Context: an optimization exercise on an open-source flow, tuned for small area. The choices shown serve that exercise and are no tape-out recipe.
Only simulation tests tie the RTL to the original design; equivalence was not proved.
Power figures rest on the tool's default switching activity, not on a simulated workload.

<file path="design.v">
package kyber_pkg;
  localparam int KYBER_Q        = 3329;
  localparam int KYBER_ZETA_INV = 1175;
  localparam int KYBER_N        = 128;
  localparam int KYBER_W        = 12;
  localparam int KYBER_AW       = 7;
  function automatic logic [6:0] brv7(input logic [6:0] x);
    brv7 = {x[0], x[1], x[2], x[3], x[4], x[5], x[6]};
  endfunction
endpackage
module kyber_modmul_seq
(
  input  logic        clk,
  input  logic        reset,
  input  logic        i_go,
  input  logic [11:0] i_op,
  input  logic [11:0] i_const,
  output logic        o_ready,
  output logic [11:0] o_res
);
  localparam logic [12:0] Q13 = 13'(kyber_pkg::KYBER_Q);
  logic [11:0] r_a;
  logic [11:0] r_b;
  logic [11:0] r_c;
  logic [3:0]  r_cnt;
  logic        r_run;
  logic [12:0] w_dbl;
  logic [12:0] w_dmod;
  logic [12:0] w_add;
  logic [12:0] w_amod;
  logic        w_unused_msb;
  always_comb begin
    w_dbl  = {r_a, 1'b0};
    w_dmod = (w_dbl >= Q13) ? w_dbl - Q13 : w_dbl;
    w_add  = w_dmod + (r_c[11] ? {1'b0, r_b} : 13'd0);
    w_amod = (w_add >= Q13) ? w_add - Q13 : w_add;
  end
  assign o_res        = w_amod[11:0];
  assign w_unused_msb = w_amod[12];
  assign o_ready      = r_run && (r_cnt == 4'd11);
  always_ff @(posedge clk or posedge reset) begin
    if (reset) begin
      r_a   <= '0;
      r_b   <= '0;
      r_c   <= '0;
      r_cnt <= '0;
      r_run <= 1'b0;
    end else if (i_go) begin
      r_a   <= '0;
      r_b   <= i_op;
      r_c   <= i_const;
      r_cnt <= '0;
      r_run <= 1'b1;
    end else if (r_run) begin
      r_a   <= w_amod[11:0];
      r_c   <= {r_c[10:0], 1'b0};
      r_cnt <= r_cnt + 4'd1;
      if (r_cnt == 4'd11) r_run <= 1'b0;
    end
  end
endmodule
module kyber_g_a211oi_1 (input logic A1, A2, B1, C1, output logic Y);
  assign Y = (~A1&~B1&~C1) | (~A2&~B1&~C1);
endmodule
module kyber_g_a21oi_1 (input logic A1, A2, B1, output logic Y);
  assign Y = (~A1&~B1) | (~A2&~B1);
endmodule
module kyber_g_a221oi_1 (input logic A1, A2, B1, B2, C1, output logic Y);
  assign Y = (~A1&~B1&~C1) | (~A1&~B2&~C1) | (~A2&~B1&~C1) | (~A2&~B2&~C1);
endmodule
module kyber_g_a22oi_1 (input logic A1, A2, B1, B2, output logic Y);
  assign Y = (~A1&~B1) | (~A1&~B2) | (~A2&~B1) | (~A2&~B2);
endmodule
module kyber_g_a311oi_1 (input logic A1, A2, A3, B1, C1, output logic Y);
  assign Y = (~A1&~B1&~C1) | (~A2&~B1&~C1) | (~A3&~B1&~C1);
endmodule
module kyber_g_a31o_2 (input logic A1, A2, A3, B1, output logic X);
  assign X = (A1&A2&A3) | (B1);
endmodule
module kyber_g_a31oi_1 (input logic A1, A2, A3, B1, output logic Y);
  assign Y = (~A1&~B1) | (~A2&~B1) | (~A3&~B1);
endmodule
module kyber_g_a32o_1 (input logic A1, A2, A3, B1, B2, output logic X);
  assign X = (A1&A2&A3) | (B1&B2);
endmodule
module kyber_g_clkinv_1 (input logic A, output logic Y);
  assign Y = (~A);
endmodule
module kyber_g_nand2_1 (input logic A, B, output logic Y);
  assign Y = (~A) | (~B);
endmodule
module kyber_g_nand3_1 (input logic A, B, C, output logic Y);
  assign Y = (~A) | (~B) | (~C);
endmodule
module kyber_g_nand4_1 (input logic A, B, C, D, output logic Y);
  assign Y = (~A) | (~B) | (~C) | (~D);
endmodule
module kyber_g_nor2_1 (input logic A, B, output logic Y);
  assign Y = (~A&~B);
endmodule
module kyber_g_nor3_1 (input logic A, B, C, output logic Y);
  assign Y = (~A&~B&~C);
endmodule
module kyber_g_o211ai_1 (input logic A1, A2, B1, C1, output logic Y);
  assign Y = (~A1&~A2) | (~B1) | (~C1);
endmodule
module kyber_g_o21ai_0 (input logic A1, A2, B1, output logic Y);
  assign Y = (~A1&~A2) | (~B1);
endmodule
module kyber_g_o221ai_1 (input logic A1, A2, B1, B2, C1, output logic Y);
  assign Y = (~B1&~B2) | (~A1&~A2) | (~C1);
endmodule
module kyber_g_o22a_2 (input logic A1, A2, B1, B2, output logic X);
  assign X = (A1&B1) | (A2&B1) | (A1&B2) | (A2&B2);
endmodule
module kyber_g_o22ai_1 (input logic A1, A2, B1, B2, output logic Y);
  assign Y = (~B1&~B2) | (~A1&~A2);
endmodule
module kyber_g_o311ai_0 (input logic A1, A2, A3, B1, C1, output logic Y);
  assign Y = (~A1&~A2&~A3) | (~B1) | (~C1);
endmodule
module kyber_g_o31ai_1 (input logic A1, A2, A3, B1, output logic Y);
  assign Y = (~A1&~A2&~A3) | (~B1);
endmodule
module kyber_g_o32ai_1 (input logic A1, A2, A3, B1, B2, output logic Y);
  assign Y = (~A1&~A2&~A3) | (~B1&~B2);
endmodule
module kyber_g_o41ai_1 (input logic A1, A2, A3, A4, B1, output logic Y);
  assign Y = (~A1&~A2&~A3&~A4) | (~B1);
endmodule
module kyber_zeta_inv_gen
(
  input  logic        clk,
  input  logic        reset,
  input  logic        start,
  output logic        busy,
  output logic        done,
  input  logic [6:0]  ad,
  input  logic        ce,
  input  logic        oce,
  output logic [11:0] dout
);
  localparam logic [10:0] LFSR_END = 11'd2009;
  logic [10:0] r_lfsr;
  logic        r_busy;
  logic        r_fin;
  logic        r_done;
  logic [6:0]  r_ad;
  logic        r_nz;
  logic [6:0]  w_ra;
  logic        w_rnz;
  logic [11:0] w_rom;
  logic        w_end;
  logic        w_acc;
  logic        w_unused_oce;
  assign w_unused_oce = oce;
  assign w_end = (r_lfsr == LFSR_END);
  assign w_acc = start && !r_busy && !r_fin;
  always_ff @(posedge clk) begin
    if (r_busy) r_lfsr <= {~r_lfsr[9:0], r_lfsr[10] ^ r_lfsr[8]};
    else        r_lfsr <= '0;
  end
  always_ff @(posedge clk or posedge reset) begin
    if (reset) begin
      r_busy <= 1'b0;
      r_fin  <= 1'b0;
      r_done <= 1'b0;
    end else begin
      r_busy <= w_acc || (r_busy && !w_end);
      r_fin  <= r_busy && w_end;
      r_done <= r_fin || (r_done && !w_acc);
    end
  end
  always_ff @(posedge clk) begin
    if (ce) r_ad <= ad;
  end
  always_ff @(posedge clk or posedge reset) begin
    if (reset)   r_nz <= 1'b0;
    else if (ce) r_nz <= !r_busy;
  end
  assign w_ra  = r_ad;
  assign w_rnz = r_nz;
  logic rn_n21, rn_n22, rn_n23, rn_n24, rn_n25, rn_n26, rn_n27, rn_n28, rn_n29, rn_n30, rn_n31, rn_n32, rn_n33, rn_n34, rn_n35, rn_n36, rn_n37, rn_n38, rn_n39, rn_n40, rn_n41, rn_n42, rn_n43, rn_n44, rn_n45, rn_n46, rn_n47, rn_n48, rn_n49, rn_n50, rn_n51, rn_n52, rn_n53, rn_n54, rn_n55, rn_n56, rn_n57, rn_n58, rn_n59, rn_n60, rn_n61, rn_n62, rn_n63, rn_n64, rn_n65, rn_n66, rn_n67, rn_n68, rn_n69, rn_n70, rn_n71, rn_n72, rn_n73, rn_n74, rn_n75, rn_n76, rn_n77, rn_n78, rn_n79, rn_n80, rn_n81, rn_n82, rn_n83, rn_n84, rn_n85, rn_n86, rn_n87, rn_n88, rn_n89, rn_n90, rn_n91, rn_n92, rn_n93, rn_n94, rn_n95, rn_n96, rn_n98, rn_n99, rn_n100, rn_n101, rn_n102, rn_n103, rn_n104, rn_n105, rn_n106, rn_n107, rn_n108, rn_n109, rn_n110, rn_n111, rn_n112, rn_n113, rn_n114, rn_n115, rn_n116, rn_n117, rn_n118, rn_n119, rn_n120, rn_n121, rn_n122, rn_n123, rn_n124, rn_n125, rn_n126, rn_n127, rn_n128, rn_n129, rn_n130, rn_n131, rn_n132, rn_n133, rn_n135, rn_n136, rn_n137, rn_n138, rn_n139, rn_n140, rn_n141, rn_n142, rn_n143, rn_n144, rn_n145, rn_n146, rn_n147, rn_n148, rn_n149, rn_n150, rn_n151, rn_n152, rn_n153, rn_n154, rn_n156, rn_n157, rn_n158, rn_n159, rn_n160, rn_n161, rn_n162, rn_n163, rn_n164, rn_n165, rn_n166, rn_n167, rn_n168, rn_n169, rn_n170, rn_n171, rn_n172, rn_n173, rn_n174, rn_n175, rn_n176, rn_n177, rn_n178, rn_n179, rn_n180, rn_n181, rn_n182, rn_n183, rn_n184, rn_n185, rn_n187, rn_n188, rn_n189, rn_n190, rn_n191, rn_n192, rn_n193, rn_n194, rn_n195, rn_n196, rn_n197, rn_n198, rn_n199, rn_n200, rn_n201, rn_n203, rn_n204, rn_n205, rn_n206, rn_n207, rn_n208, rn_n209, rn_n210, rn_n211, rn_n212, rn_n213, rn_n214, rn_n215, rn_n216, rn_n217, rn_n218, rn_n219, rn_n220, rn_n221, rn_n222, rn_n223, rn_n224, rn_n225, rn_n226, rn_n227, rn_n228, rn_n229, rn_n231, rn_n232, rn_n233, rn_n234, rn_n235, rn_n236, rn_n237, rn_n238, rn_n239, rn_n240, rn_n241, rn_n242, rn_n244, rn_n245, rn_n246, rn_n247, rn_n248, rn_n249, rn_n250, rn_n251, rn_n252, rn_n253, rn_n254, rn_n255, rn_n256, rn_n257, rn_n258, rn_n259, rn_n260, rn_n261, rn_n263, rn_n264, rn_n265, rn_n266, rn_n267, rn_n268, rn_n269, rn_n270, rn_n271, rn_n272, rn_n273, rn_n274, rn_n275, rn_n276, rn_n277, rn_n278, rn_n279, rn_n281, rn_n282, rn_n283, rn_n284, rn_n285, rn_n286, rn_n287, rn_n288, rn_n289, rn_n290, rn_n291, rn_n292, rn_n293, rn_n294, rn_n296, rn_n297, rn_n298, rn_n299, rn_n300, rn_n301, rn_n302, rn_n303, rn_n304, rn_n305, rn_n306, rn_n307, rn_n309, rn_n310, rn_n311, rn_n312, rn_n313, rn_n314, rn_n315, rn_n316, rn_n317, rn_n318, rn_n319, rn_n320, rn_n321;
  kyber_g_clkinv_1 u_g0 (.A(w_ra[1]), .Y(rn_n21));
  kyber_g_clkinv_1 u_g1 (.A(w_ra[2]), .Y(rn_n22));
  kyber_g_nor2_1 u_g2 (.A(rn_n21), .B(rn_n22), .Y(rn_n23));
  kyber_g_clkinv_1 u_g3 (.A(w_ra[3]), .Y(rn_n24));
  kyber_g_nor2_1 u_g4 (.A(w_ra[0]), .B(rn_n24), .Y(rn_n25));
  kyber_g_clkinv_1 u_g5 (.A(w_ra[0]), .Y(rn_n26));
  kyber_g_nor2_1 u_g6 (.A(rn_n26), .B(rn_n22), .Y(rn_n27));
  kyber_g_nor2_1 u_g7 (.A(w_ra[0]), .B(rn_n21), .Y(rn_n28));
  kyber_g_nor2_1 u_g8 (.A(w_ra[1]), .B(rn_n26), .Y(rn_n29));
  kyber_g_nor2_1 u_g9 (.A(w_ra[2]), .B(rn_n29), .Y(rn_n30));
  kyber_g_clkinv_1 u_g10 (.A(rn_n30), .Y(rn_n31));
  kyber_g_nor2_1 u_g11 (.A(rn_n28), .B(rn_n31), .Y(rn_n32));
  kyber_g_nor2_1 u_g12 (.A(rn_n27), .B(rn_n32), .Y(rn_n33));
  kyber_g_nor2_1 u_g13 (.A(w_ra[2]), .B(rn_n21), .Y(rn_n34));
  kyber_g_nand2_1 u_g14 (.A(rn_n34), .B(rn_n25), .Y(rn_n35));
  kyber_g_clkinv_1 u_g15 (.A(w_ra[4]), .Y(rn_n36));
  kyber_g_nand2_1 u_g16 (.A(rn_n35), .B(rn_n36), .Y(rn_n37));
  kyber_g_clkinv_1 u_g17 (.A(rn_n37), .Y(rn_n38));
  kyber_g_o21ai_0 u_g18 (.A1(w_ra[3]), .A2(rn_n33), .B1(rn_n38), .Y(rn_n39));
  kyber_g_clkinv_1 u_g19 (.A(w_ra[5]), .Y(rn_n40));
  kyber_g_nor2_1 u_g20 (.A(w_ra[1]), .B(rn_n22), .Y(rn_n41));
  kyber_g_nor2_1 u_g21 (.A(rn_n26), .B(rn_n34), .Y(rn_n42));
  kyber_g_clkinv_1 u_g22 (.A(rn_n42), .Y(rn_n43));
  kyber_g_nor2_1 u_g23 (.A(w_ra[0]), .B(rn_n22), .Y(rn_n44));
  kyber_g_clkinv_1 u_g24 (.A(rn_n44), .Y(rn_n45));
  kyber_g_o21ai_0 u_g25 (.A1(rn_n41), .A2(rn_n43), .B1(rn_n45), .Y(rn_n46));
  kyber_g_nand2_1 u_g26 (.A(rn_n46), .B(w_ra[3]), .Y(rn_n47));
  kyber_g_nor2_1 u_g27 (.A(w_ra[1]), .B(w_ra[2]), .Y(rn_n48));
  kyber_g_clkinv_1 u_g28 (.A(rn_n48), .Y(rn_n49));
  kyber_g_nor2_1 u_g29 (.A(w_ra[3]), .B(rn_n49), .Y(rn_n50));
  kyber_g_clkinv_1 u_g30 (.A(rn_n50), .Y(rn_n51));
  kyber_g_nand3_1 u_g31 (.A(rn_n47), .B(w_ra[4]), .C(rn_n51), .Y(rn_n52));
  kyber_g_o311ai_0 u_g32 (.A1(rn_n23), .A2(rn_n25), .A3(rn_n39), .B1(rn_n40), .C1(rn_n52), .Y(rn_n53));
  kyber_g_nor2_1 u_g33 (.A(w_ra[3]), .B(rn_n41), .Y(rn_n54));
  kyber_g_nand2_1 u_g34 (.A(rn_n48), .B(w_ra[3]), .Y(rn_n55));
  kyber_g_nand2_1 u_g35 (.A(rn_n55), .B(w_ra[4]), .Y(rn_n56));
  kyber_g_a21oi_1 u_g36 (.A1(rn_n43), .A2(rn_n54), .B1(rn_n56), .Y(rn_n57));
  kyber_g_clkinv_1 u_g37 (.A(rn_n57), .Y(rn_n58));
  kyber_g_nor2_1 u_g38 (.A(w_ra[2]), .B(rn_n26), .Y(rn_n59));
  kyber_g_nor2_1 u_g39 (.A(rn_n59), .B(rn_n44), .Y(rn_n60));
  kyber_g_clkinv_1 u_g40 (.A(rn_n60), .Y(rn_n61));
  kyber_g_nor2_1 u_g41 (.A(rn_n26), .B(rn_n21), .Y(rn_n62));
  kyber_g_nor2_1 u_g42 (.A(w_ra[3]), .B(rn_n62), .Y(rn_n63));
  kyber_g_nand2_1 u_g43 (.A(rn_n61), .B(rn_n63), .Y(rn_n64));
  kyber_g_nand2_1 u_g44 (.A(rn_n64), .B(rn_n38), .Y(rn_n65));
  kyber_g_clkinv_1 u_g45 (.A(w_ra[6]), .Y(rn_n66));
  kyber_g_a31oi_1 u_g46 (.A1(rn_n58), .A2(w_ra[5]), .A3(rn_n65), .B1(rn_n66), .Y(rn_n67));
  kyber_g_nor2_1 u_g47 (.A(rn_n26), .B(rn_n41), .Y(rn_n68));
  kyber_g_nor2_1 u_g48 (.A(rn_n41), .B(rn_n34), .Y(rn_n69));
  kyber_g_nor2_1 u_g49 (.A(w_ra[0]), .B(rn_n69), .Y(rn_n70));
  kyber_g_nor2_1 u_g50 (.A(rn_n68), .B(rn_n70), .Y(rn_n71));
  kyber_g_nor2_1 u_g51 (.A(rn_n24), .B(rn_n71), .Y(rn_n72));
  kyber_g_nand2_1 u_g52 (.A(rn_n46), .B(rn_n24), .Y(rn_n73));
  kyber_g_clkinv_1 u_g53 (.A(rn_n73), .Y(rn_n74));
  kyber_g_o21ai_0 u_g54 (.A1(rn_n72), .A2(rn_n74), .B1(w_ra[4]), .Y(rn_n75));
  kyber_g_clkinv_1 u_g55 (.A(rn_n29), .Y(rn_n76));
  kyber_g_nand2_1 u_g56 (.A(rn_n45), .B(rn_n76), .Y(rn_n77));
  kyber_g_nand2_1 u_g57 (.A(rn_n77), .B(w_ra[3]), .Y(rn_n78));
  kyber_g_nor2_1 u_g58 (.A(w_ra[0]), .B(w_ra[1]), .Y(rn_n79));
  kyber_g_nor2_1 u_g59 (.A(rn_n79), .B(rn_n62), .Y(rn_n80));
  kyber_g_nor2_1 u_g60 (.A(w_ra[3]), .B(rn_n23), .Y(rn_n81));
  kyber_g_nand2_1 u_g61 (.A(rn_n80), .B(rn_n81), .Y(rn_n82));
  kyber_g_nand3_1 u_g62 (.A(rn_n78), .B(rn_n36), .C(rn_n82), .Y(rn_n83));
  kyber_g_clkinv_1 u_g63 (.A(rn_n69), .Y(rn_n84));
  kyber_g_nor2_1 u_g64 (.A(w_ra[3]), .B(rn_n60), .Y(rn_n85));
  kyber_g_clkinv_1 u_g65 (.A(rn_n85), .Y(rn_n86));
  kyber_g_nor2_1 u_g66 (.A(rn_n84), .B(rn_n86), .Y(rn_n87));
  kyber_g_nor2_1 u_g67 (.A(rn_n27), .B(rn_n87), .Y(rn_n88));
  kyber_g_clkinv_1 u_g68 (.A(rn_n23), .Y(rn_n89));
  kyber_g_nor2_1 u_g69 (.A(rn_n24), .B(rn_n89), .Y(rn_n90));
  kyber_g_nor2_1 u_g70 (.A(w_ra[4]), .B(rn_n90), .Y(rn_n91));
  kyber_g_nand2_1 u_g71 (.A(rn_n88), .B(rn_n91), .Y(rn_n92));
  kyber_g_a21oi_1 u_g72 (.A1(w_ra[3]), .A2(rn_n68), .B1(rn_n71), .Y(rn_n93));
  kyber_g_a21oi_1 u_g73 (.A1(rn_n93), .A2(rn_n57), .B1(rn_n40), .Y(rn_n94));
  kyber_g_a32o_1 u_g74 (.A1(rn_n75), .A2(rn_n40), .A3(rn_n83), .B1(rn_n92), .B2(rn_n94), .X(rn_n95));
  kyber_g_clkinv_1 u_g75 (.A(w_rnz), .Y(rn_n96));
  kyber_g_a221oi_1 u_g76 (.A1(rn_n53), .A2(rn_n67), .B1(rn_n95), .B2(rn_n66), .C1(rn_n96), .Y(w_rom[0]));
  kyber_g_clkinv_1 u_g77 (.A(rn_n62), .Y(rn_n98));
  kyber_g_nor2_1 u_g78 (.A(rn_n24), .B(rn_n98), .Y(rn_n99));
  kyber_g_nand2_1 u_g79 (.A(rn_n99), .B(rn_n22), .Y(rn_n100));
  kyber_g_nand2_1 u_g80 (.A(rn_n100), .B(rn_n78), .Y(rn_n101));
  kyber_g_clkinv_1 u_g81 (.A(rn_n41), .Y(rn_n102));
  kyber_g_nand2_1 u_g82 (.A(rn_n101), .B(rn_n102), .Y(rn_n103));
  kyber_g_o21ai_0 u_g83 (.A1(w_ra[0]), .A2(rn_n69), .B1(rn_n54), .Y(rn_n104));
  kyber_g_a21oi_1 u_g84 (.A1(rn_n103), .A2(rn_n104), .B1(rn_n36), .Y(rn_n105));
  kyber_g_nand2_1 u_g85 (.A(rn_n91), .B(rn_n64), .Y(rn_n106));
  kyber_g_nand2_1 u_g86 (.A(rn_n106), .B(rn_n40), .Y(rn_n107));
  kyber_g_nor2_1 u_g87 (.A(rn_n24), .B(rn_n69), .Y(rn_n108));
  kyber_g_a22oi_1 u_g88 (.A1(rn_n69), .A2(rn_n63), .B1(rn_n108), .B2(rn_n60), .Y(rn_n109));
  kyber_g_o21ai_0 u_g89 (.A1(rn_n36), .A2(rn_n109), .B1(w_ra[5]), .Y(rn_n110));
  kyber_g_nor2_1 u_g90 (.A(rn_n42), .B(rn_n70), .Y(rn_n111));
  kyber_g_nand2_1 u_g91 (.A(rn_n111), .B(w_ra[3]), .Y(rn_n112));
  kyber_g_clkinv_1 u_g92 (.A(rn_n112), .Y(rn_n113));
  kyber_g_o21ai_0 u_g93 (.A1(rn_n23), .A2(rn_n113), .B1(rn_n36), .Y(rn_n114));
  kyber_g_nor2_1 u_g94 (.A(rn_n63), .B(rn_n114), .Y(rn_n115));
  kyber_g_o22ai_1 u_g95 (.A1(rn_n105), .A2(rn_n107), .B1(rn_n110), .B2(rn_n115), .Y(rn_n116));
  kyber_g_clkinv_1 u_g96 (.A(rn_n25), .Y(rn_n117));
  kyber_g_nand2_1 u_g97 (.A(rn_n59), .B(rn_n24), .Y(rn_n118));
  kyber_g_nand2_1 u_g98 (.A(rn_n117), .B(rn_n118), .Y(rn_n119));
  kyber_g_nor2_1 u_g99 (.A(rn_n21), .B(rn_n119), .Y(rn_n120));
  kyber_g_nand2_1 u_g100 (.A(rn_n30), .B(w_ra[4]), .Y(rn_n121));
  kyber_g_o21ai_0 u_g101 (.A1(rn_n36), .A2(rn_n72), .B1(rn_n121), .Y(rn_n122));
  kyber_g_o21ai_0 u_g102 (.A1(rn_n31), .A2(rn_n120), .B1(rn_n122), .Y(rn_n123));
  kyber_g_nor3_1 u_g103 (.A(w_ra[3]), .B(rn_n80), .C(rn_n84), .Y(rn_n124));
  kyber_g_nor2_1 u_g104 (.A(rn_n36), .B(rn_n124), .Y(rn_n125));
  kyber_g_o21ai_0 u_g105 (.A1(rn_n84), .A2(rn_n117), .B1(rn_n125), .Y(rn_n126));
  kyber_g_nor2_1 u_g106 (.A(rn_n117), .B(rn_n69), .Y(rn_n127));
  kyber_g_clkinv_1 u_g107 (.A(rn_n63), .Y(rn_n128));
  kyber_g_nor2_1 u_g108 (.A(rn_n22), .B(rn_n128), .Y(rn_n129));
  kyber_g_o21ai_0 u_g109 (.A1(rn_n127), .A2(rn_n129), .B1(rn_n36), .Y(rn_n130));
  kyber_g_a21oi_1 u_g110 (.A1(rn_n126), .A2(rn_n130), .B1(rn_n40), .Y(rn_n131));
  kyber_g_a31oi_1 u_g111 (.A1(rn_n123), .A2(rn_n114), .A3(rn_n40), .B1(rn_n131), .Y(rn_n132));
  kyber_g_o21ai_0 u_g112 (.A1(w_ra[6]), .A2(rn_n132), .B1(w_rnz), .Y(rn_n133));
  kyber_g_a21oi_1 u_g113 (.A1(w_ra[6]), .A2(rn_n116), .B1(rn_n133), .Y(w_rom[1]));
  kyber_g_clkinv_1 u_g114 (.A(rn_n78), .Y(rn_n135));
  kyber_g_o22ai_1 u_g115 (.A1(rn_n69), .A2(rn_n117), .B1(rn_n28), .B2(rn_n135), .Y(rn_n136));
  kyber_g_nor3_1 u_g116 (.A(w_ra[3]), .B(rn_n34), .C(rn_n80), .Y(rn_n137));
  kyber_g_nor2_1 u_g117 (.A(rn_n24), .B(rn_n59), .Y(rn_n138));
  kyber_g_clkinv_1 u_g118 (.A(rn_n138), .Y(rn_n139));
  kyber_g_nor2_1 u_g119 (.A(w_ra[1]), .B(rn_n139), .Y(rn_n140));
  kyber_g_nor2_1 u_g120 (.A(rn_n137), .B(rn_n140), .Y(rn_n141));
  kyber_g_nor2_1 u_g121 (.A(rn_n36), .B(rn_n141), .Y(rn_n142));
  kyber_g_a31oi_1 u_g122 (.A1(rn_n136), .A2(rn_n91), .A3(rn_n128), .B1(rn_n142), .Y(rn_n143));
  kyber_g_o21ai_0 u_g123 (.A1(w_ra[4]), .A2(rn_n119), .B1(w_ra[5]), .Y(rn_n144));
  kyber_g_clkinv_1 u_g124 (.A(rn_n125), .Y(rn_n145));
  kyber_g_nor2_1 u_g125 (.A(rn_n101), .B(rn_n145), .Y(rn_n146));
  kyber_g_o22ai_1 u_g126 (.A1(w_ra[5]), .A2(rn_n143), .B1(rn_n144), .B2(rn_n146), .Y(rn_n147));
  kyber_g_nand2_1 u_g127 (.A(rn_n147), .B(rn_n66), .Y(rn_n148));
  kyber_g_nand2_1 u_g128 (.A(rn_n55), .B(rn_n36), .Y(rn_n149));
  kyber_g_o22ai_1 u_g129 (.A1(rn_n34), .A2(rn_n149), .B1(rn_n36), .B2(rn_n120), .Y(rn_n150));
  kyber_g_nor2_1 u_g130 (.A(w_ra[3]), .B(rn_n98), .Y(rn_n151));
  kyber_g_o21ai_0 u_g131 (.A1(rn_n77), .A2(rn_n151), .B1(rn_n36), .Y(rn_n152));
  kyber_g_a31oi_1 u_g132 (.A1(rn_n152), .A2(w_ra[5]), .A3(rn_n121), .B1(rn_n66), .Y(rn_n153));
  kyber_g_o21ai_0 u_g133 (.A1(w_ra[5]), .A2(rn_n150), .B1(rn_n153), .Y(rn_n154));
  kyber_g_a21oi_1 u_g134 (.A1(rn_n148), .A2(rn_n154), .B1(rn_n96), .Y(w_rom[2]));
  kyber_g_a21oi_1 u_g135 (.A1(w_ra[2]), .A2(rn_n25), .B1(rn_n108), .Y(rn_n156));
  kyber_g_clkinv_1 u_g136 (.A(rn_n156), .Y(rn_n157));
  kyber_g_o21ai_0 u_g137 (.A1(rn_n85), .A2(rn_n157), .B1(w_ra[4]), .Y(rn_n158));
  kyber_g_clkinv_1 u_g138 (.A(rn_n54), .Y(rn_n159));
  kyber_g_a21oi_1 u_g139 (.A1(rn_n79), .A2(w_ra[3]), .B1(w_ra[4]), .Y(rn_n160));
  kyber_g_o21ai_0 u_g140 (.A1(rn_n44), .A2(rn_n159), .B1(rn_n160), .Y(rn_n161));
  kyber_g_nand3_1 u_g141 (.A(rn_n158), .B(w_ra[5]), .C(rn_n161), .Y(rn_n162));
  kyber_g_nor2_1 u_g142 (.A(w_ra[3]), .B(rn_n28), .Y(rn_n163));
  kyber_g_nor3_1 u_g143 (.A(rn_n36), .B(rn_n163), .C(rn_n108), .Y(rn_n164));
  kyber_g_nor3_1 u_g144 (.A(w_ra[4]), .B(rn_n29), .C(rn_n104), .Y(rn_n165));
  kyber_g_o21ai_0 u_g145 (.A1(rn_n164), .A2(rn_n165), .B1(rn_n40), .Y(rn_n166));
  kyber_g_a21oi_1 u_g146 (.A1(rn_n162), .A2(rn_n166), .B1(rn_n66), .Y(rn_n167));
  kyber_g_nor2_1 u_g147 (.A(rn_n24), .B(rn_n33), .Y(rn_n168));
  kyber_g_nand2_1 u_g148 (.A(rn_n68), .B(w_ra[3]), .Y(rn_n169));
  kyber_g_nand3_1 u_g149 (.A(rn_n168), .B(rn_n35), .C(rn_n169), .Y(rn_n170));
  kyber_g_nand4_1 u_g150 (.A(rn_n170), .B(w_ra[4]), .C(rn_n55), .D(rn_n64), .Y(rn_n171));
  kyber_g_clkinv_1 u_g151 (.A(rn_n90), .Y(rn_n172));
  kyber_g_clkinv_1 u_g152 (.A(rn_n59), .Y(rn_n173));
  kyber_g_nand3_1 u_g153 (.A(rn_n172), .B(rn_n173), .C(rn_n51), .Y(rn_n174));
  kyber_g_a21oi_1 u_g154 (.A1(rn_n174), .A2(rn_n36), .B1(rn_n40), .Y(rn_n175));
  kyber_g_nor2_1 u_g155 (.A(rn_n79), .B(rn_n159), .Y(rn_n176));
  kyber_g_nor2_1 u_g156 (.A(rn_n176), .B(rn_n168), .Y(rn_n177));
  kyber_g_a31oi_1 u_g157 (.A1(rn_n177), .A2(rn_n36), .A3(rn_n76), .B1(w_ra[5]), .Y(rn_n178));
  kyber_g_nor2_1 u_g158 (.A(w_ra[3]), .B(rn_n102), .Y(rn_n179));
  kyber_g_clkinv_1 u_g159 (.A(rn_n179), .Y(rn_n180));
  kyber_g_nor2_1 u_g160 (.A(rn_n26), .B(rn_n180), .Y(rn_n181));
  kyber_g_nor3_1 u_g161 (.A(w_ra[1]), .B(rn_n149), .C(rn_n181), .Y(rn_n182));
  kyber_g_nor2_1 u_g162 (.A(rn_n36), .B(rn_n136), .Y(rn_n183));
  kyber_g_nor2_1 u_g163 (.A(rn_n182), .B(rn_n183), .Y(rn_n184));
  kyber_g_a221oi_1 u_g164 (.A1(rn_n171), .A2(rn_n175), .B1(rn_n178), .B2(rn_n184), .C1(w_ra[6]), .Y(rn_n185));
  kyber_g_nor3_1 u_g165 (.A(rn_n96), .B(rn_n167), .C(rn_n185), .Y(w_rom[3]));
  kyber_g_nor2_1 u_g166 (.A(w_ra[4]), .B(rn_n81), .Y(rn_n187));
  kyber_g_a21oi_1 u_g167 (.A1(rn_n161), .A2(rn_n45), .B1(rn_n187), .Y(rn_n188));
  kyber_g_nor2_1 u_g168 (.A(rn_n28), .B(rn_n139), .Y(rn_n189));
  kyber_g_clkinv_1 u_g169 (.A(rn_n187), .Y(rn_n190));
  kyber_g_nor2_1 u_g170 (.A(rn_n189), .B(rn_n190), .Y(rn_n191));
  kyber_g_clkinv_1 u_g171 (.A(rn_n151), .Y(rn_n192));
  kyber_g_nand2_1 u_g172 (.A(rn_n192), .B(w_ra[4]), .Y(rn_n193));
  kyber_g_nor2_1 u_g173 (.A(rn_n138), .B(rn_n43), .Y(rn_n194));
  kyber_g_nor3_1 u_g174 (.A(rn_n193), .B(rn_n194), .C(rn_n113), .Y(rn_n195));
  kyber_g_o21ai_0 u_g175 (.A1(rn_n191), .A2(rn_n195), .B1(w_ra[5]), .Y(rn_n196));
  kyber_g_o31ai_1 u_g176 (.A1(w_ra[5]), .A2(rn_n99), .A3(rn_n188), .B1(rn_n196), .Y(rn_n197));
  kyber_g_nor3_1 u_g177 (.A(rn_n36), .B(rn_n69), .C(rn_n60), .Y(rn_n198));
  kyber_g_o41ai_1 u_g178 (.A1(rn_n36), .A2(rn_n129), .A3(rn_n198), .A4(rn_n157), .B1(rn_n178), .Y(rn_n199));
  kyber_g_o221ai_1 u_g179 (.A1(rn_n127), .A2(rn_n193), .B1(w_ra[4]), .B2(rn_n88), .C1(w_ra[5]), .Y(rn_n200));
  kyber_g_a21oi_1 u_g180 (.A1(rn_n199), .A2(rn_n200), .B1(rn_n66), .Y(rn_n201));
  kyber_g_a211oi_1 u_g181 (.A1(rn_n197), .A2(rn_n66), .B1(rn_n96), .C1(rn_n201), .Y(w_rom[4]));
  kyber_g_nor3_1 u_g182 (.A(w_ra[3]), .B(rn_n27), .C(rn_n23), .Y(rn_n203));
  kyber_g_o21ai_0 u_g183 (.A1(rn_n203), .A2(rn_n137), .B1(rn_n49), .Y(rn_n204));
  kyber_g_nand2_1 u_g184 (.A(rn_n44), .B(w_ra[3]), .Y(rn_n205));
  kyber_g_nand2_1 u_g185 (.A(rn_n180), .B(rn_n205), .Y(rn_n206));
  kyber_g_nor2_1 u_g186 (.A(rn_n206), .B(rn_n193), .Y(rn_n207));
  kyber_g_a21oi_1 u_g187 (.A1(rn_n160), .A2(rn_n204), .B1(rn_n207), .Y(rn_n208));
  kyber_g_nand2_1 u_g188 (.A(rn_n44), .B(rn_n24), .Y(rn_n209));
  kyber_g_nand4_1 u_g189 (.A(rn_n109), .B(w_ra[4]), .C(rn_n173), .D(rn_n209), .Y(rn_n210));
  kyber_g_nand3_1 u_g190 (.A(rn_n210), .B(w_ra[5]), .C(rn_n172), .Y(rn_n211));
  kyber_g_nor3_1 u_g191 (.A(rn_n79), .B(rn_n159), .C(rn_n174), .Y(rn_n212));
  kyber_g_clkinv_1 u_g192 (.A(rn_n212), .Y(rn_n213));
  kyber_g_nand2_1 u_g193 (.A(rn_n213), .B(rn_n100), .Y(rn_n214));
  kyber_g_nor3_1 u_g194 (.A(rn_n63), .B(rn_n127), .C(rn_n214), .Y(rn_n215));
  kyber_g_nor3_1 u_g195 (.A(w_ra[4]), .B(rn_n28), .C(rn_n215), .Y(rn_n216));
  kyber_g_o22ai_1 u_g196 (.A1(w_ra[5]), .A2(rn_n208), .B1(rn_n211), .B2(rn_n216), .Y(rn_n217));
  kyber_g_nor3_1 u_g197 (.A(w_ra[3]), .B(w_ra[4]), .C(rn_n124), .Y(rn_n218));
  kyber_g_a21oi_1 u_g198 (.A1(rn_n24), .A2(rn_n29), .B1(rn_n138), .Y(rn_n219));
  kyber_g_o21ai_0 u_g199 (.A1(rn_n36), .A2(rn_n219), .B1(w_ra[5]), .Y(rn_n220));
  kyber_g_o21ai_0 u_g200 (.A1(rn_n54), .A2(rn_n152), .B1(rn_n40), .Y(rn_n221));
  kyber_g_clkinv_1 u_g201 (.A(rn_n206), .Y(rn_n222));
  kyber_g_nor2_1 u_g202 (.A(rn_n36), .B(rn_n90), .Y(rn_n223));
  kyber_g_clkinv_1 u_g203 (.A(rn_n223), .Y(rn_n224));
  kyber_g_a211oi_1 u_g204 (.A1(rn_n69), .A2(rn_n25), .B1(rn_n203), .C1(rn_n224), .Y(rn_n225));
  kyber_g_clkinv_1 u_g205 (.A(rn_n225), .Y(rn_n226));
  kyber_g_nor2_1 u_g206 (.A(rn_n222), .B(rn_n226), .Y(rn_n227));
  kyber_g_o22a_2 u_g207 (.A1(rn_n218), .A2(rn_n220), .B1(rn_n221), .B2(rn_n227), .X(rn_n228));
  kyber_g_o21ai_0 u_g208 (.A1(rn_n66), .A2(rn_n228), .B1(w_rnz), .Y(rn_n229));
  kyber_g_a21oi_1 u_g209 (.A1(rn_n217), .A2(rn_n66), .B1(rn_n229), .Y(w_rom[5]));
  kyber_g_nand2_1 u_g210 (.A(rn_n122), .B(rn_n159), .Y(rn_n231));
  kyber_g_a21oi_1 u_g211 (.A1(rn_n41), .A2(w_ra[3]), .B1(w_ra[4]), .Y(rn_n232));
  kyber_g_nand3_1 u_g212 (.A(rn_n192), .B(rn_n232), .C(rn_n209), .Y(rn_n233));
  kyber_g_nand3_1 u_g213 (.A(rn_n231), .B(rn_n40), .C(rn_n233), .Y(rn_n234));
  kyber_g_nand4_1 u_g214 (.A(rn_n213), .B(rn_n82), .C(rn_n35), .D(rn_n169), .Y(rn_n235));
  kyber_g_nand3_1 u_g215 (.A(rn_n235), .B(w_ra[5]), .C(rn_n224), .Y(rn_n236));
  kyber_g_o21ai_0 u_g216 (.A1(rn_n42), .A2(rn_n70), .B1(w_ra[3]), .Y(rn_n237));
  kyber_g_a311oi_1 u_g217 (.A1(rn_n237), .A2(rn_n36), .A3(rn_n118), .B1(w_ra[5]), .C1(rn_n198), .Y(rn_n238));
  kyber_g_o21ai_0 u_g218 (.A1(rn_n176), .A2(rn_n168), .B1(w_ra[4]), .Y(rn_n239));
  kyber_g_o21ai_0 u_g219 (.A1(rn_n138), .A2(rn_n43), .B1(rn_n160), .Y(rn_n240));
  kyber_g_a21oi_1 u_g220 (.A1(rn_n239), .A2(rn_n240), .B1(rn_n40), .Y(rn_n241));
  kyber_g_nor3_1 u_g221 (.A(w_ra[6]), .B(rn_n238), .C(rn_n241), .Y(rn_n242));
  kyber_g_a311oi_1 u_g222 (.A1(rn_n234), .A2(w_ra[6]), .A3(rn_n236), .B1(rn_n96), .C1(rn_n242), .Y(w_rom[6]));
  kyber_g_nor2_1 u_g223 (.A(rn_n44), .B(rn_n139), .Y(rn_n244));
  kyber_g_nand2_1 u_g224 (.A(rn_n213), .B(rn_n36), .Y(rn_n245));
  kyber_g_o211ai_1 u_g225 (.A1(rn_n244), .A2(rn_n245), .B1(w_ra[5]), .C1(rn_n226), .Y(rn_n246));
  kyber_g_nor2_1 u_g226 (.A(rn_n26), .B(rn_n48), .Y(rn_n247));
  kyber_g_nand2_1 u_g227 (.A(rn_n247), .B(rn_n24), .Y(rn_n248));
  kyber_g_nand2_1 u_g228 (.A(rn_n248), .B(rn_n36), .Y(rn_n249));
  kyber_g_clkinv_1 u_g229 (.A(rn_n249), .Y(rn_n250));
  kyber_g_nand3_1 u_g230 (.A(rn_n47), .B(rn_n209), .C(rn_n250), .Y(rn_n251));
  kyber_g_nor2_1 u_g231 (.A(rn_n41), .B(rn_n43), .Y(rn_n252));
  kyber_g_nor2_1 u_g232 (.A(rn_n36), .B(rn_n244), .Y(rn_n253));
  kyber_g_o21ai_0 u_g233 (.A1(w_ra[3]), .A2(rn_n252), .B1(rn_n253), .Y(rn_n254));
  kyber_g_nand3_1 u_g234 (.A(rn_n251), .B(rn_n254), .C(rn_n40), .Y(rn_n255));
  kyber_g_nand2_1 u_g235 (.A(rn_n237), .B(rn_n250), .Y(rn_n256));
  kyber_g_o21ai_0 u_g236 (.A1(rn_n120), .A2(rn_n140), .B1(w_ra[4]), .Y(rn_n257));
  kyber_g_a21oi_1 u_g237 (.A1(rn_n256), .A2(rn_n257), .B1(rn_n40), .Y(rn_n258));
  kyber_g_nor3_1 u_g238 (.A(rn_n30), .B(rn_n190), .C(rn_n206), .Y(rn_n259));
  kyber_g_a211oi_1 u_g239 (.A1(rn_n98), .A2(rn_n57), .B1(w_ra[5]), .C1(rn_n259), .Y(rn_n260));
  kyber_g_nor3_1 u_g240 (.A(rn_n66), .B(rn_n258), .C(rn_n260), .Y(rn_n261));
  kyber_g_a311oi_1 u_g241 (.A1(rn_n246), .A2(rn_n66), .A3(rn_n255), .B1(rn_n96), .C1(rn_n261), .Y(w_rom[7]));
  kyber_g_nor2_1 u_g242 (.A(rn_n119), .B(rn_n71), .Y(rn_n263));
  kyber_g_clkinv_1 u_g243 (.A(rn_n263), .Y(rn_n264));
  kyber_g_nand2_1 u_g244 (.A(rn_n264), .B(rn_n24), .Y(rn_n265));
  kyber_g_a21oi_1 u_g245 (.A1(rn_n265), .A2(rn_n172), .B1(rn_n36), .Y(rn_n266));
  kyber_g_nor2_1 u_g246 (.A(rn_n74), .B(rn_n245), .Y(rn_n267));
  kyber_g_o21ai_0 u_g247 (.A1(rn_n266), .A2(rn_n267), .B1(w_ra[5]), .Y(rn_n268));
  kyber_g_o21ai_0 u_g248 (.A1(rn_n24), .A2(rn_n102), .B1(rn_n98), .Y(rn_n269));
  kyber_g_a31oi_1 u_g249 (.A1(rn_n180), .A2(rn_n36), .A3(rn_n205), .B1(w_ra[5]), .Y(rn_n270));
  kyber_g_o21ai_0 u_g250 (.A1(rn_n269), .A2(rn_n226), .B1(rn_n270), .Y(rn_n271));
  kyber_g_a21oi_1 u_g251 (.A1(rn_n159), .A2(rn_n139), .B1(rn_n37), .Y(rn_n272));
  kyber_g_o21ai_0 u_g252 (.A1(rn_n50), .A2(rn_n145), .B1(w_ra[5]), .Y(rn_n273));
  kyber_g_a31oi_1 u_g253 (.A1(rn_n82), .A2(rn_n213), .A3(rn_n272), .B1(rn_n273), .Y(rn_n274));
  kyber_g_nand2_1 u_g254 (.A(rn_n108), .B(rn_n60), .Y(rn_n275));
  kyber_g_nand2_1 u_g255 (.A(rn_n275), .B(rn_n100), .Y(rn_n276));
  kyber_g_nor3_1 u_g256 (.A(rn_n36), .B(rn_n276), .C(rn_n87), .Y(rn_n277));
  kyber_g_a311oi_1 u_g257 (.A1(rn_n170), .A2(rn_n36), .A3(rn_n82), .B1(w_ra[5]), .C1(rn_n277), .Y(rn_n278));
  kyber_g_nor3_1 u_g258 (.A(rn_n66), .B(rn_n274), .C(rn_n278), .Y(rn_n279));
  kyber_g_a311oi_1 u_g259 (.A1(rn_n268), .A2(rn_n66), .A3(rn_n271), .B1(rn_n96), .C1(rn_n279), .Y(w_rom[8]));
  kyber_g_o21ai_0 u_g260 (.A1(rn_n163), .A2(rn_n108), .B1(rn_n191), .Y(rn_n281));
  kyber_g_o21ai_0 u_g261 (.A1(rn_n62), .A2(rn_n23), .B1(rn_n24), .Y(rn_n282));
  kyber_g_nand3_1 u_g262 (.A(rn_n156), .B(w_ra[4]), .C(rn_n282), .Y(rn_n283));
  kyber_g_nand3_1 u_g263 (.A(rn_n281), .B(w_ra[5]), .C(rn_n283), .Y(rn_n284));
  kyber_g_o22ai_1 u_g264 (.A1(rn_n43), .A2(rn_n190), .B1(rn_n135), .B2(rn_n193), .Y(rn_n285));
  kyber_g_a21oi_1 u_g265 (.A1(rn_n285), .A2(rn_n40), .B1(rn_n66), .Y(rn_n286));
  kyber_g_nand4_1 u_g266 (.A(rn_n222), .B(rn_n98), .C(rn_n89), .D(rn_n55), .Y(rn_n287));
  kyber_g_nand2_1 u_g267 (.A(rn_n287), .B(rn_n36), .Y(rn_n288));
  kyber_g_o21ai_0 u_g268 (.A1(rn_n58), .A2(rn_n276), .B1(rn_n288), .Y(rn_n289));
  kyber_g_nand2_1 u_g269 (.A(rn_n282), .B(rn_n173), .Y(rn_n290));
  kyber_g_nand2_1 u_g270 (.A(rn_n223), .B(rn_n248), .Y(rn_n291));
  kyber_g_o22ai_1 u_g271 (.A1(rn_n149), .A2(rn_n290), .B1(rn_n189), .B2(rn_n291), .Y(rn_n292));
  kyber_g_nor2_1 u_g272 (.A(w_ra[5]), .B(rn_n292), .Y(rn_n293));
  kyber_g_a21oi_1 u_g273 (.A1(rn_n289), .A2(w_ra[5]), .B1(rn_n293), .Y(rn_n294));
  kyber_g_a221oi_1 u_g274 (.A1(rn_n284), .A2(rn_n286), .B1(rn_n294), .B2(rn_n66), .C1(rn_n96), .Y(w_rom[9]));
  kyber_g_nand2_1 u_g275 (.A(rn_n223), .B(rn_n180), .Y(rn_n296));
  kyber_g_a31oi_1 u_g276 (.A1(rn_n76), .A2(rn_n89), .A3(rn_n117), .B1(rn_n296), .Y(rn_n297));
  kyber_g_nor3_1 u_g277 (.A(w_ra[4]), .B(rn_n219), .C(rn_n72), .Y(rn_n298));
  kyber_g_a21oi_1 u_g278 (.A1(rn_n101), .A2(rn_n102), .B1(rn_n181), .Y(rn_n299));
  kyber_g_nor2_1 u_g279 (.A(w_ra[4]), .B(rn_n299), .Y(rn_n300));
  kyber_g_o21ai_0 u_g280 (.A1(rn_n247), .A2(rn_n296), .B1(w_ra[5]), .Y(rn_n301));
  kyber_g_o32ai_1 u_g281 (.A1(w_ra[5]), .A2(rn_n297), .A3(rn_n298), .B1(rn_n300), .B2(rn_n301), .Y(rn_n302));
  kyber_g_o211ai_1 u_g282 (.A1(rn_n36), .A2(rn_n215), .B1(rn_n40), .C1(rn_n39), .Y(rn_n303));
  kyber_g_a31oi_1 u_g283 (.A1(rn_n169), .A2(rn_n36), .A3(rn_n205), .B1(rn_n40), .Y(rn_n304));
  kyber_g_o21ai_0 u_g284 (.A1(rn_n36), .A2(rn_n263), .B1(rn_n304), .Y(rn_n305));
  kyber_g_nand3_1 u_g285 (.A(rn_n303), .B(w_ra[6]), .C(rn_n305), .Y(rn_n306));
  kyber_g_nand2_1 u_g286 (.A(rn_n306), .B(w_rnz), .Y(rn_n307));
  kyber_g_a21oi_1 u_g287 (.A1(rn_n66), .A2(rn_n302), .B1(rn_n307), .Y(w_rom[10]));
  kyber_g_nand2_1 u_g288 (.A(rn_n209), .B(w_ra[4]), .Y(rn_n309));
  kyber_g_a31oi_1 u_g289 (.A1(rn_n112), .A2(rn_n64), .A3(rn_n232), .B1(w_ra[5]), .Y(rn_n310));
  kyber_g_o21ai_0 u_g290 (.A1(rn_n309), .A2(rn_n214), .B1(rn_n310), .Y(rn_n311));
  kyber_g_o21ai_0 u_g291 (.A1(rn_n69), .A2(rn_n86), .B1(rn_n253), .Y(rn_n312));
  kyber_g_a21oi_1 u_g292 (.A1(rn_n102), .A2(rn_n163), .B1(rn_n37), .Y(rn_n313));
  kyber_g_nor2_1 u_g293 (.A(rn_n40), .B(rn_n313), .Y(rn_n314));
  kyber_g_a21oi_1 u_g294 (.A1(rn_n312), .A2(rn_n314), .B1(rn_n66), .Y(rn_n315));
  kyber_g_nor3_1 u_g295 (.A(rn_n36), .B(rn_n61), .C(rn_n176), .Y(rn_n316));
  kyber_g_nand2_1 u_g296 (.A(rn_n170), .B(rn_n316), .Y(rn_n317));
  kyber_g_o21ai_0 u_g297 (.A1(rn_n41), .A2(rn_n259), .B1(rn_n250), .Y(rn_n318));
  kyber_g_a21oi_1 u_g298 (.A1(rn_n264), .A2(rn_n172), .B1(rn_n56), .Y(rn_n319));
  kyber_g_nor3_1 u_g299 (.A(rn_n40), .B(rn_n182), .C(rn_n319), .Y(rn_n320));
  kyber_g_a31o_2 u_g300 (.A1(rn_n40), .A2(rn_n317), .A3(rn_n318), .B1(rn_n320), .X(rn_n321));
  kyber_g_a221oi_1 u_g301 (.A1(rn_n311), .A2(rn_n315), .B1(rn_n321), .B2(rn_n66), .C1(rn_n96), .Y(w_rom[11]));
  assign busy = r_busy;
  assign done = r_done;
  assign dout = w_rom;
endmodule
</file>
<file path="flow/run.sh">
#!/bin/bash
# Standard synthesis (hierarchical, so the generated table logic keeps its
# gate structure), then an area re-map of the flattened combinational logic
# (best of several ABC recipes; flip-flops untouched), then the standard
# layout steps with small port buffers and a small clock tree.
set -euo pipefail
W=$PWD
F=$W/flow
R=$W/orfs/results/$FLOW_PLATFORM/kyber_zeta_inv_gen/base
YOSYS=$(command -v yosys || echo "$FLOW_HOME/../tools/install/yosys/bin/yosys")

bash standard.sh synth > $W/synth_std.log 2>&1
cp $R/1_2_yosys.v $W/std_netlist.v

mkdir -p $W/reopt
cp $F/recipes.txt $W/reopt/recipes.txt
REOPT_LIB=$FLOW_HOME/platforms/$FLOW_PLATFORM/lib/sky130_fd_sc_hd__tt_025C_1v80.lib \
REOPT_TOP=$FLOW_TOP REOPT_DIR=$W/reopt REOPT_IN=$W/std_netlist.v REOPT_OUT=$W/reopt_netlist.v \
  $YOSYS -q -l $W/reopt.log -c $F/reopt.tcl > $W/reopt.out 2>&1
cp $W/reopt_netlist.v $R/1_2_yosys.v
touch $R/1_2_yosys.v

bash standard.sh \
  "BUFFER_PORTS_ARGS=-buffer_cell sky130_fd_sc_hd__buf_1" \
  "CTS_ARGS=-sink_clustering_enable -sink_clustering_size 30 -sink_clustering_max_diameter 400 -buf_list sky130_fd_sc_hd__clkbuf_4 -root_buf sky130_fd_sc_hd__clkbuf_4 -repair_clock_nets -dont_use_dummy_load" \
  finish > $W/layout.log 2>&1
</file>
<file path="flow/recipes.txt">
strash; dch -f; map -a; topo
strash; map -a; topo
strash; dch; map -a; topo
strash; dch -f; amap; topo
strash; balance -l; resub -K 6 -l; rewrite -l; resub -K 6 -N 2 -l; refactor -l; resub -K 8 -l; balance -l; resub -K 8 -N 2 -l; rewrite -l; resub -K 10 -l; rewrite -z -l; resub -K 10 -N 2 -l; balance -l; resub -K 12 -l; refactor -z -l; resub -K 12 -N 2 -l; rewrite -z -l; balance -l; dch -f; map -a; topo
strash; balance -l; resub -K 6 -l; rewrite -l; resub -K 6 -N 2 -l; refactor -l; resub -K 8 -l; balance -l; resub -K 8 -N 2 -l; rewrite -l; resub -K 10 -l; rewrite -z -l; resub -K 10 -N 2 -l; balance -l; resub -K 12 -l; refactor -z -l; resub -K 12 -N 2 -l; rewrite -z -l; balance -l; balance -l; resub -K 6 -l; rewrite -l; resub -K 6 -N 2 -l; refactor -l; resub -K 8 -l; balance -l; resub -K 8 -N 2 -l; rewrite -l; resub -K 10 -l; rewrite -z -l; resub -K 10 -N 2 -l; balance -l; resub -K 12 -l; refactor -z -l; resub -K 12 -N 2 -l; rewrite -z -l; balance -l; dch -f; map -a; strash; dch -f; map -a; topo
</file>
<file path="flow/reopt.tcl">
# Re-map the combinational logic of the standard synthesis netlist for area.
# Flip-flops keep their instance names and cell types. Several ABC recipes
# are tried on the same logic and the smallest mapping is kept.
yosys -import
set lib $::env(REOPT_LIB)
set top $::env(REOPT_TOP)
set dir $::env(REOPT_DIR)
read_liberty -ignore_miss_func $lib
read_verilog $::env(REOPT_IN)
hierarchy -top $top
setattr -mod -set keep_hierarchy 1 sky130_fd_sc_hd__df* sky130_fd_sc_hd__edf* sky130_fd_sc_hd__sdf* sky130_fd_sc_hd__dl*
flatten
opt_clean -purge
design -save base
set best -1
set bestarea 1e30
set fh [open $dir/recipes.txt r]
set recipes [split [string trim [read $fh]] "\n"]
close $fh
set k 0
foreach r $recipes {
  design -load base
  set sf $dir/recipe_$k.abc
  set o [open $sf w]
  puts $o [string map {"; " "\n"} $r]
  close $o
  abc -liberty $lib -dont_use *lpflow* -dont_use *probe* -script $sf
  opt_clean -purge
  tee -q -o $dir/stat_$k.txt stat -liberty $lib
  set f [open $dir/stat_$k.txt r]; set s [read $f]; close $f
  regexp "Chip area for module .\\\\$top.: (\[0-9.\]+)" $s -> area
  log "RECIPE $k AREA $area :: $r"
  if {$area < $bestarea} { set bestarea $area; set best $k }
  design -save r$k
  incr k
}
log "BEST $best AREA $bestarea"
design -load r$best
hilomap -singleton -hicell sky130_fd_sc_hd__conb_1 HI -locell sky130_fd_sc_hd__conb_1 LO
splitnets
opt_clean -purge
stat -liberty $lib
select $top
write_verilog -noattr -noexpr -selected $::env(REOPT_OUT)
</file>
<file path="standard.sh">
#!/bin/bash
# synth_recipe.tcl (not shown) runs the flow's synth.tcl, then flattens the netlist and writes it again
# the make line also repeats each setting of config.mk as NAME=value (left out here)
make -C /OpenROAD-flow-scripts/flow DESIGN_CONFIG=/design/flow/config.mk WORK_HOME=/design/flow/orfs CLKGATE_MAP_FILE= SYNTH_SCRIPT=/design/flow/synth_recipe.tcl "${@:-finish}"
</file>
<file path="config.mk">
export PLATFORM = sky130hd
export DESIGN_NAME = kyber_zeta_inv_gen
export DESIGN_NICKNAME = kyber_zeta_inv_gen
export VERILOG_FILES = /design/flow/design.v
export SDC_FILE = /design/flow/constraint.sdc
export NUM_CORES = 4
export LEC_CHECK = 0
export CAP_MARGIN = 20
export CORE_MARGIN = 2
export CORE_UTILIZATION = 45
export GPL_TIMING_DRIVEN = 0
export SETUP_SLACK_MARGIN = 0.4
export SLEW_MARGIN = 20
export SYNTH_HIERARCHICAL = 1
</file>
<file path="constraint.sdc">
create_clock -name core_clock -period 6.0 [get_ports {clk}]
set_input_delay 1.2000 -clock core_clock [delete_from_list [all_inputs] [get_ports {clk}]]
set_output_delay 1.2000 -clock core_clock [all_outputs]
set_load 0.01 [all_outputs]
</file>
==> impl_metrics.env <==
export IMPL_cts_sink_count=22
export IMPL_rsz0062_at_grt="false"
export IMPL_cts_max_level=1
export IMPL_min_path_cells=1
export IMPL_pre_cts_slack_ns=1.35
export IMPL_avgSynthCellArea_um2=6.01
export IMPL_cts_resized=0
export IMPL_port_buffers=24
export IMPL_hold_viol=0
export IMPL_fin_ws_ns=0.820
export IMPL_final_cell_mix="nor2_1, clkinv_1, o21ai_0, a21oi_1, nand2_1"
export IMPL_setup_viol=0
export IMPL_vias=2898
export IMPL_grt_max_degree=31
export IMPL_die_area_um2=5130
export IMPL_clk_pin_slew_worst_paths_ns=0.12
export IMPL_leakage_nw=0.751
export IMPL_r2r_start="r_busy"
export IMPL_maxSlewViolCount=0
export IMPL_start_kind="flop"
export IMPL_fmax_mhz=193
export IMPL_met1_usage=0.422
export IMPL_gp_congestion=1.09
export IMPL_grt_total_usage=0.326
export IMPL_grt_pass1_vias=2663
export IMPL_power_w=0.000542
export IMPL_final_antenna_net_count=0
export IMPL_via_per_inst=6.88
export IMPL_grt_use_met2=0.476
export IMPL_grt_pass1_wl_mm=13.0
export IMPL_netlist_area_um2=2060
export IMPL_root_buffer="clkbuf_4"
export IMPL_holdBufCountCts=0
export IMPL_met3_usage=0.0661
export IMPL_worst_setup_path_end_kind="output pin"
export IMPL_peakVddDrop_mv=0.227
export IMPL_overflow=0
export IMPL_start_util=0.469
export IMPL_syn_nets=354
export IMPL_status="no timing/DRC/antenna violations"
export IMPL_dp_cells=418
export IMPL_cp_required_ns=4.80
export IMPL_max_cap_violations=0
export IMPL_drcViolationCount=0
export IMPL_period_minus_slack_ns=5.18
export IMPL_drtPass1Iterations=6
export IMPL_drt_total_wl_mm=8.17
export IMPL_n_antenna_cell=0
export IMPL_postCtsSetupBuffers=0
export IMPL_dieWidth_um=71.6
export IMPL_arrival_ns=3.98
export IMPL_postLayoutCellArea_um2=2230
export IMPL_die_h_um=71.6
export IMPL_final_common_cell="nor2_1"
export IMPL_drt_iter0_markers=691
export IMPL_finClkSkew_ns=0.0265
export IMPL_cellPowerDensity_nw_per_um2=243
export IMPL_insertion_delay_ns=0.30
export IMPL_hold_path_class="flop to flop"
export IMPL_dp_hpwl_mm=6.16
export IMPL_drive_gt1_frac=0.0108
export IMPL_numCtsBuffers=3
export IMPL_regToRegSetupSlack_ns=4.63
export IMPL_antenna_found_initial=0
export IMPL_fin_crit_sh=0.863
export IMPL_num_nets_final=383
export IMPL_r2r_end="r_busy"
export IMPL_wire_per_inst_um=19.4
export IMPL_worstMarginPinSlew_ns=0.922
export IMPL_stdcell_count=421
export IMPL_clock_path_buffers=2
export IMPL_setup_tns_final_ns=0
export IMPL_row_count=24
export IMPL_r2r_cells=5
export IMPL_hold_end="r_lfsr[4]"
export IMPL_hp_start="r_lfsr[3]"
export IMPL_area_growth_pct=8.64
export IMPL_coreArea_um2=4380
export IMPL_ios=26
export IMPL_slew_headroom=0.386
export IMPL_path_class="flop to output pin"
export IMPL_cts_tree="built"
export IMPL_cp_max_fo=22
export IMPL_top_usage_layer="met2"
export IMPL_placed_area_um2=2210
export IMPL_synth_warnings=7
export IMPL_netlist_instances=342
-- sequential cells by signal (all words and copies together) (netlist names) --
signal  cells
r_lfsr     11
r_done      1
r_busy      1
r_fin       1
r_ad        7
r_nz        1
-- routing by layer --
layer  routed length (um)  vias to the layer above  share of wire
met3                 1060                       77           0.13
met5                    0                        -              0
met1                 3000                     1257           0.37
met4                  783                        0          0.096
li1                     -                     1293              -
met2                 3320                      271           0.41
-- where the power goes --
group,total (W),switching (W),leakage (nW),internal [W]
logic,0.000245,0.000169,0.528,0.0000760
clock network,0.0000615,0.0000382,0.0138,0.0000233
registers,0.000236,0.0000363,0.209,0.000199
-- per-stage QoR --
stage / util / hold slack (ns)
5_1_grt: 0.510 / 0.409
6_report: 0.510 / 0.402
4_1_cts: 0.510 / 0.409
3_3_place_gp: 0.505 / 0.387
2_1_floorplan: - / 0.380
3_5_place_dp: 0.505 / 0.393
-- worst max-delay path, cell delays in order (launching register included) --
cell and delay, ns:
edfxtp_1 0.88, clkinv_1 0.75, nor2_1 0.60, clkinv_1 0.21, nor2_1 0.29, nor2_1 0.12
o21ai_0 0.16, o21ai_0 0.13, a2111oi_0 0.37, buf_1 0.19
-- worst max-delay path by stage --
stage             from  endpoint  cells after the start
2_1_floorplan  r_ad[3]   dout[4]                      8
3_3_place_gp   r_ad[4]   dout[5]                      8
3_5_place_dp   r_ad[3]   dout[0]                     11
4_1_cts        r_ad[3]   dout[0]                     11
5_1_grt        r_ad[3]   dout[0]                     11
6_report       r_ad[3]   dout[4]                      9
-- area by class of cell --
| cell class | count | area (um2) |
|---|---|---|
| clock buffer | 3 | 22.5 |
| fill | 449 | 2150 |
| inverter | 46 | 173 |
| multi-input combinational | 274 | 1350 |
| sequential | 22 | 531 |
| tap | 52 | 65.1 |
| timing repair buffer | 24 | 90.1 |

[static timing again, ports no longer ideal]
The results above use ideal ports. As a check the final layout listed here was re-extracted and re-timed, cells and wires unchanged.
Step 1: set_driving_cell puts a clkbuf_16 on clk and a buf_2 on each other input, an assumption about the parent block.
Step 2, shift: input delay + t, output delay - t, t = (earliest + latest rising clock arrival at the registers) / 2. This alone moves slack from input paths to output paths.
Slacks: no drivers / after step 1 / after step 2; pairs: no drivers / after step 1.
shift t [ns]: 0.311
setup WS [ns]: 0.820 / 0.799 / 1.110
worst data-port slew with drivers (ns): 0.03
After both steps setup and hold are still met in this run. The setup slack of this run moves by -0.021 ns with the drivers and by +0.290 ns with both steps.
